Source: an optimization exercise on an open RTL-to-GDS flow (aim: small area and a short achievable clock period). Production flows keep margins and buffers that such runs may drop.
Function was checked by simulation only, so behaviour that the tests miss may differ from the original.
No activity file was given, so power comes from the tool's default toggle rates.

==> inputs of branch ember <==
// data_memory_bytelane
module data_memory_bytelane #(
    parameter int XLEN        = 32,
    parameter int DEPTH_WORDS = 64,
    parameter int AW          = $clog2(DEPTH_WORDS)
) (
    input  logic            clk,
    input  logic            rst,
    input  logic            req_rd,
    input  logic            req_wr,
    input  logic [2:0]      funct3,
    input  logic [XLEN-1:0] addr,
    input  logic [XLEN-1:0] wdata,
    output logic            ready,
    output logic [XLEN-1:0] rdata,
    output logic            rvalid,
    output logic            fault
);
    localparam logic [AW-1:0] LAST_WORD = AW'(DEPTH_WORDS - 1);
    localparam int            HW        = AW / 2;           
    localparam int            NLO       = 1 << HW;
    localparam int            NHI       = 1 << (AW - HW);
    logic          r_ready;
    logic          r_clr;
    logic [AW-1:0] r_clr_cnt;
    logic          w_clr;
    logic          r_run;
    always_ff @(posedge clk or posedge rst) begin
        if (rst) begin
            r_ready   <= 1'b0;
            r_clr     <= 1'b1;
            r_clr_cnt <= '0;
        end else if (r_clr) begin
            r_clr_cnt <= r_clr_cnt + 1'b1;
            if (r_clr_cnt == LAST_WORD) begin
                r_ready <= 1'b1;
                r_clr   <= 1'b0;
            end
        end
    end
    assign ready = r_ready;
    assign w_clr = r_clr;
    assign r_run = !r_clr;
    logic r_par;
    always_ff @(posedge clk or posedge rst) begin
        if (rst) r_par <= 1'b0;
        else     r_par <= !r_par;
    end
    logic            w_accept;
    logic            w_bad;
    logic            w_fault;
    logic            w_load_ok;
    logic            w_store_ok;
    logic [1:0]      w_lane;
  ...
Settings: LEC_CHECK=0, CAP_MARGIN=20, CORE_MARGIN=2, CORE_UTILIZATION=62, CTS_BUF_LIST=sky130_fd_sc_hd__clkbuf_16, CTS_CLUSTER_DIAMETER=80, CTS_CLUSTER_SIZE=26, SETUP_SLACK_MARGIN=3.1, SLEW_MARGIN=20, SYNTH_HIERARCHICAL=1; clock period 5.5 ns.
standard.sh (not shown) runs the stock make flow with config.mk's settings and CLKGATE_MAP_FILE= SYNTH_SCRIPT=/design/flow/synth_recipe.tcl, a recipe that flattens the netlist after the stock synthesis.
==> flow/flow/run.sh <==
#!/bin/bash
# Layout flow: the standard flow, with one extra step after placement
# that moves each output port's buffer next to the flip-flop driving it,
# so the flip-flop sees a short wire and the strong port buffer drives the
# long wire to the pin. Every tool's output goes to a log file here.
set -euo pipefail
cd "$(dirname "$0")/.."
bash standard.sh place > std_place.log 2>&1
R=orfs/results/${FLOW_PLATFORM}/data_memory_bytelane/base
export MOVE_DB_IN=$R/3_place.odb
export MOVE_DB_OUT=$R/3_place_moved.odb
OPENROAD=$(command -v openroad || echo ${FLOW_HOME}/../tools/install/OpenROAD/bin/openroad)
"$OPENROAD" -no_init -exit flow/move_out_bufs.tcl > move_out_bufs.log 2>&1
cp $R/3_place_moved.odb $R/3_place.odb
touch $R/3_place.odb
bash standard.sh finish > std_finish.log 2>&1
==> flow/flow/move_out_bufs.tcl <==
# Move each output port buffer next to the register that drives it, then
# legalize the placement.
read_db $::env(MOVE_DB_IN)
set block [ord::get_db_block]
set moved 0
foreach bt [$block getBTerms] {
  if {[$bt getIoType] ne "OUTPUT"} continue
  set net [$bt getNet]
  set buf ""
  foreach it [$net getITerms] {
    if {[$it isOutputSignal]} { set buf [$it getInst] }
  }
  if {$buf eq ""} continue
  set src ""
  foreach it [$buf getITerms] {
    if {[$it isInputSignal]} {
      set inet [$it getNet]
      foreach it2 [$inet getITerms] {
        if {[$it2 isOutputSignal]} { set src [$it2 getInst] }
      }
    }
  }
  if {$src eq ""} continue
  set loc [$src getLocation]
  $buf setLocation [lindex $loc 0] [lindex $loc 1]
  $buf setPlacementStatus PLACED
  puts "moved [$buf getName] next to [$src getName] at $loc"
  incr moved
}
puts "moved $moved buffers"
detailed_placement
check_placement -verbose
write_db $::env(MOVE_DB_OUT)
==> branch tundra: changes against branch ember <==
==> flow/run.sh (new file) <==
#!/bin/bash
# synth_recipe.tcl (not shown) runs the flow's synth.tcl, then flattens the netlist and writes it again
# the make line also repeats each setting of config.mk as NAME=value (left out here)
make -C /OpenROAD-flow-scripts/flow DESIGN_CONFIG=/design/flow/config.mk WORK_HOME=/design/flow/orfs CLKGATE_MAP_FILE= SYNTH_SCRIPT=/design/flow/synth_recipe.tcl finish
- CTS_CLUSTER_DIAMETER: 80 -> 60
- CTS_CLUSTER_SIZE: 26 -> 30
- SETUP_SLACK_MARGIN: 3.1 -> 3.0
removed: flow/flow/run.sh
removed: flow/flow/move_out_bufs.tcl
removed: flow/standard.sh
==> branch nickel: changes against branch ember <==
--- a/flow/design.v
+++ b/flow/design.v
@@ -52,11 +52,10 @@
     logic            w_load_ok;
     logic            w_store_ok;
     logic [1:0]      w_lane;
     logic [AW-1:0]   w_idx;
     logic [3:0]      w_be;
-    logic [3:0]      w_lanes;      
     logic [XLEN-1:0] w_wdata_rep;
     assign w_lane   = addr[1:0];
     assign w_idx    = addr[AW+1:2];
     assign w_accept = r_run && (req_rd || req_wr);
     always_comb begin
@@ -70,29 +69,28 @@
     end
     assign w_fault    = w_accept && w_bad;
     assign w_load_ok  = w_accept && !w_bad && req_rd;
     assign w_store_ok = w_accept && !w_bad && req_wr;
     always_comb begin
-        w_lanes     = 4'b0000;
+        w_be        = 4'b0000;
         w_wdata_rep = wdata;
         case (funct3[1:0])
             2'b00: begin
-                w_lanes[w_lane] = 1'b1;
-                w_wdata_rep     = {4{wdata[7:0]}};
+                w_be[w_lane] = 1'b1;
+                w_wdata_rep  = {4{wdata[7:0]}};
             end
             2'b01: begin
-                w_lanes     = w_lane[1] ? 4'b1100 : 4'b0011;
+                w_be        = w_lane[1] ? 4'b1100 : 4'b0011;
                 w_wdata_rep = {2{wdata[15:0]}};
             end
             default: begin
-                w_lanes     = 4'b1111;
+                w_be        = 4'b1111;
                 w_wdata_rep = wdata;
             end
         endcase
-        if (w_clr) w_lanes = 4'b1111;
-        w_be = w_store_ok ? w_lanes : 4'b0000;
-        if (w_clr) w_be = 4'b1111;
+        if (!w_store_ok) w_be = 4'b0000;
+        if (w_clr)       w_be = 4'b1111;
     end
     logic [3:0] w_b0;
     logic       w_b1l1;
     logic       w_b1l3;
     logic       w_b23;
@@ -145,39 +143,32 @@
     logic                   r_a_b1l1;
     logic                   r_a_b1l3;
     logic                   r_a_b23;
     logic [3:0]             r_a_sg1;
     logic [3:0]             r_a_sg23;
-    logic [NLO-1:0]         w_pre_lo;
-    logic [NHI-1:0]         w_pre_hi;
-    logic [DEPTH_WORDS-1:0] w_row_n_d;
-    dm_dec3 u_dec_lo (.a(w_idx[HW-1:0]),  .y(w_pre_lo));
-    dm_dec3 u_dec_hi (.a(w_idx[AW-1:HW]), .y(w_pre_hi));
-    for (genvar i = 0; i < DEPTH_WORDS; i++) begin : g_dec
-        dm_a21oi u_row (.a1(w_pre_hi[i / NLO]), .a2(w_pre_lo[i % NLO]), .b1(w_clr),
-                        .y(w_row_n_d[i]));
-    end
     always_ff @(posedge clk or posedge rst) begin
         if (rst) begin
             r_a_load  <= 1'b0;
             r_a_fault <= 1'b0;
         end else begin
             r_a_load  <= w_load_ok;
             r_a_fault <= w_fault;
         end
     end
     always_ff @(posedge clk) begin
-        r_a_row_n <= w_row_n_d;
+        for (int i = 0; i < DEPTH_WORDS; i++) begin
+            r_a_row_n[i] <= !(w_clr || w_idx == AW'(i));
+        end
         for (int i = 0; i < NLO; i++) begin
-            r_b_lo[i] <= w_clr || w_pre_lo[i];
+            r_b_lo[i] <= w_clr || w_idx[HW-1:0] == HW'(i);
         end
         for (int i = 0; i < NHI; i++) begin
-            r_b_hi[i] <= w_clr || (w_store_ok && w_pre_hi[i]);
+            r_b_hi[i] <= w_clr || w_idx[AW-1:HW] == (AW-HW)'(i);
         end
         r_a_be_n <= ~w_be;
         for (int b = 0; b < XLEN; b++) begin
-            r_a_col[b] <= w_lanes[b/8] ? ((!w_clr && w_wdata_rep[b]) ^ !r_par) : 1'b1;
+            r_a_col[b] <= w_be[b/8] ? ((!w_clr && w_wdata_rep[b]) ^ !r_par) : 1'b1;
         end
         r_a_b0   <= w_b0;
         r_a_b1l1 <= w_b1l1;
         r_a_b1l3 <= w_b1l3;
         r_a_b23  <= w_b23;
@@ -283,47 +274,10 @@
     input  logic c,
     output logic y
 );
     assign y = !(a & b & c);
 endmodule
-module dm_inv (
-    input  logic a,
-    output logic y
-);
-    assign y = !a;
-endmodule
-module dm_nor3 (
-    input  logic a,
-    input  logic b,
-    input  logic c,
-    output logic y
-);
-    assign y = !(a | b | c);
-endmodule
-module dm_a21oi (
-    input  logic a1,
-    input  logic a2,
-    input  logic b1,
-    output logic y
-);
-    assign y = !((a1 & a2) | b1);
-endmodule
-module dm_dec3 (
-    input  logic [2:0] a,
-    output logic [7:0] y
-);
-    logic [2:0] a_n;
-    for (genvar j = 0; j < 3; j++) begin : g_inv
-        dm_inv u (.a(a[j]), .y(a_n[j]));
-    end
-    for (genvar k = 0; k < 8; k++) begin : g_dec
-        dm_nor3 u (.a(k[0] ? a_n[0] : a[0]),
-                   .b(k[1] ? a_n[1] : a[1]),
-                   .c(k[2] ? a_n[2] : a[2]),
-                   .y(y[k]));
-    end
-endmodule
 module dm_xor2 (
     input  logic a,
     input  logic b,
     output logic y
 );
==> flow/run.sh (new file) <==
#!/bin/bash
# synth_recipe.tcl (not shown) runs the flow's synth.tcl, then flattens the netlist and writes it again
# the make line also repeats each setting of config.mk as NAME=value (left out here)
make -C /OpenROAD-flow-scripts/flow DESIGN_CONFIG=/design/flow/config.mk WORK_HOME=/design/flow/orfs CLKGATE_MAP_FILE= SYNTH_SCRIPT=/design/flow/synth_recipe.tcl finish
- CORE_UTILIZATION: 62 -> 40
- CTS_BUF_LIST: sky130_fd_sc_hd__clkbuf_16 -> sky130_fd_sc_hd__clkbuf_8 sky130_fd_sc_hd__clkbuf_16
- CTS_CLUSTER_DIAMETER: 80 -> 50
- CTS_CLUSTER_SIZE: 26 -> 16
- SETUP_SLACK_MARGIN: 3.1 -> 3.0
removed: flow/flow/run.sh
removed: flow/flow/move_out_bufs.tcl
removed: flow/standard.sh
==> notes <==
Core utilization, highest first: branch tundra, branch ember, branch nickel. The highest global-route usage belongs to branch tundra, the lowest to branch nickel. The highest via count belongs to branch tundra, the lowest to branch nickel. In branch ember the combinational power is higher than in branch tundra, by about 6%. Sequential share of layout area, lowest first: branch nickel, branch tundra, branch ember. Routed wire length: branch nickel > branch ember > branch tundra.
==> figures <==
| quantity | branch nickel | branch ember | branch tundra |
|---|---|---|---|
| Met1 track demand over resource | 35.97% | 58.56% | 58.93% |
| First-pass iteration count of the detailed router | 6 | 8 | 7 |
| Die W | 432.5 um | 349.3 um | 349.3 um |
| Bufs w/o clock | 291 | 377 | 323 |
| Worst Setup EP | rdata[7] | rdata[6]$_DFF_PP0_ | rdata[23] |
| Number of nets in the layout | 7,565 | 7,565 | 7,559 |
| Cell area after layout | 0.08458 mm^2 | 0.08118 mm^2 | 0.08270 mm^2 |
| Pin count of the biggest net entering global routing | 65 | 76 | 76 |
| Insertion delay of the later-clocked pin in the worst-skew pair | 0.87 ns | 0.73 ns | 0.83 ns |
| Measured slew at the worst slew-check pin | 1.135 ns | 1.188 ns | 1.161 ns |
| Antenna violations before repair | 5 | 2 | 3 |
| Run status | complete, no violations | complete, no violations | complete, no violations |
| Worst min-delay path startpoint | mem[1160]$_DFF_P_ | mem[603]$_DFF_P_ | mem[603]$_DFF_P_ |
| Number of ordinary inverters in the final layout | 10 | 24 | 24 |

-- afterwards: timing with drivers on the ports --
Ports are ideal in the flow. The routed layouts listed here were re-timed in OpenROAD.
Step 1: set_driving_cell puts a clkbuf_16 on clk and a buf_2 on each other input, an assumption about the parent block.
Step 2 adds t to the input delays and takes it off the output delays; t is the mean of the earliest and latest rising clock arrival at the registers after step 1. Input paths then give back, and output paths get back, about the clock's delay inside the block.
Three values: no drivers, after step 1, after step 2; two values: the first two.
| run | shift t [ns] | setup slack, ns | worst data-port slew with drivers (ns) |
|---|---|---|---|
| branch ember | 0.797 | 3.039 / 3.004 / 2.322 | 0.11 |
| branch tundra | 0.889 | 2.917 / 2.836 / 2.170 | 0.09 |
| branch nickel | 0.932 | 2.881 / 2.792 / 2.159 | 0.18 |
After both steps every run listed still meets setup and hold. For branch tundra, which loses most, drivers alone change the setup slack by -0.081 ns; drivers and shift together by -0.747 ns.
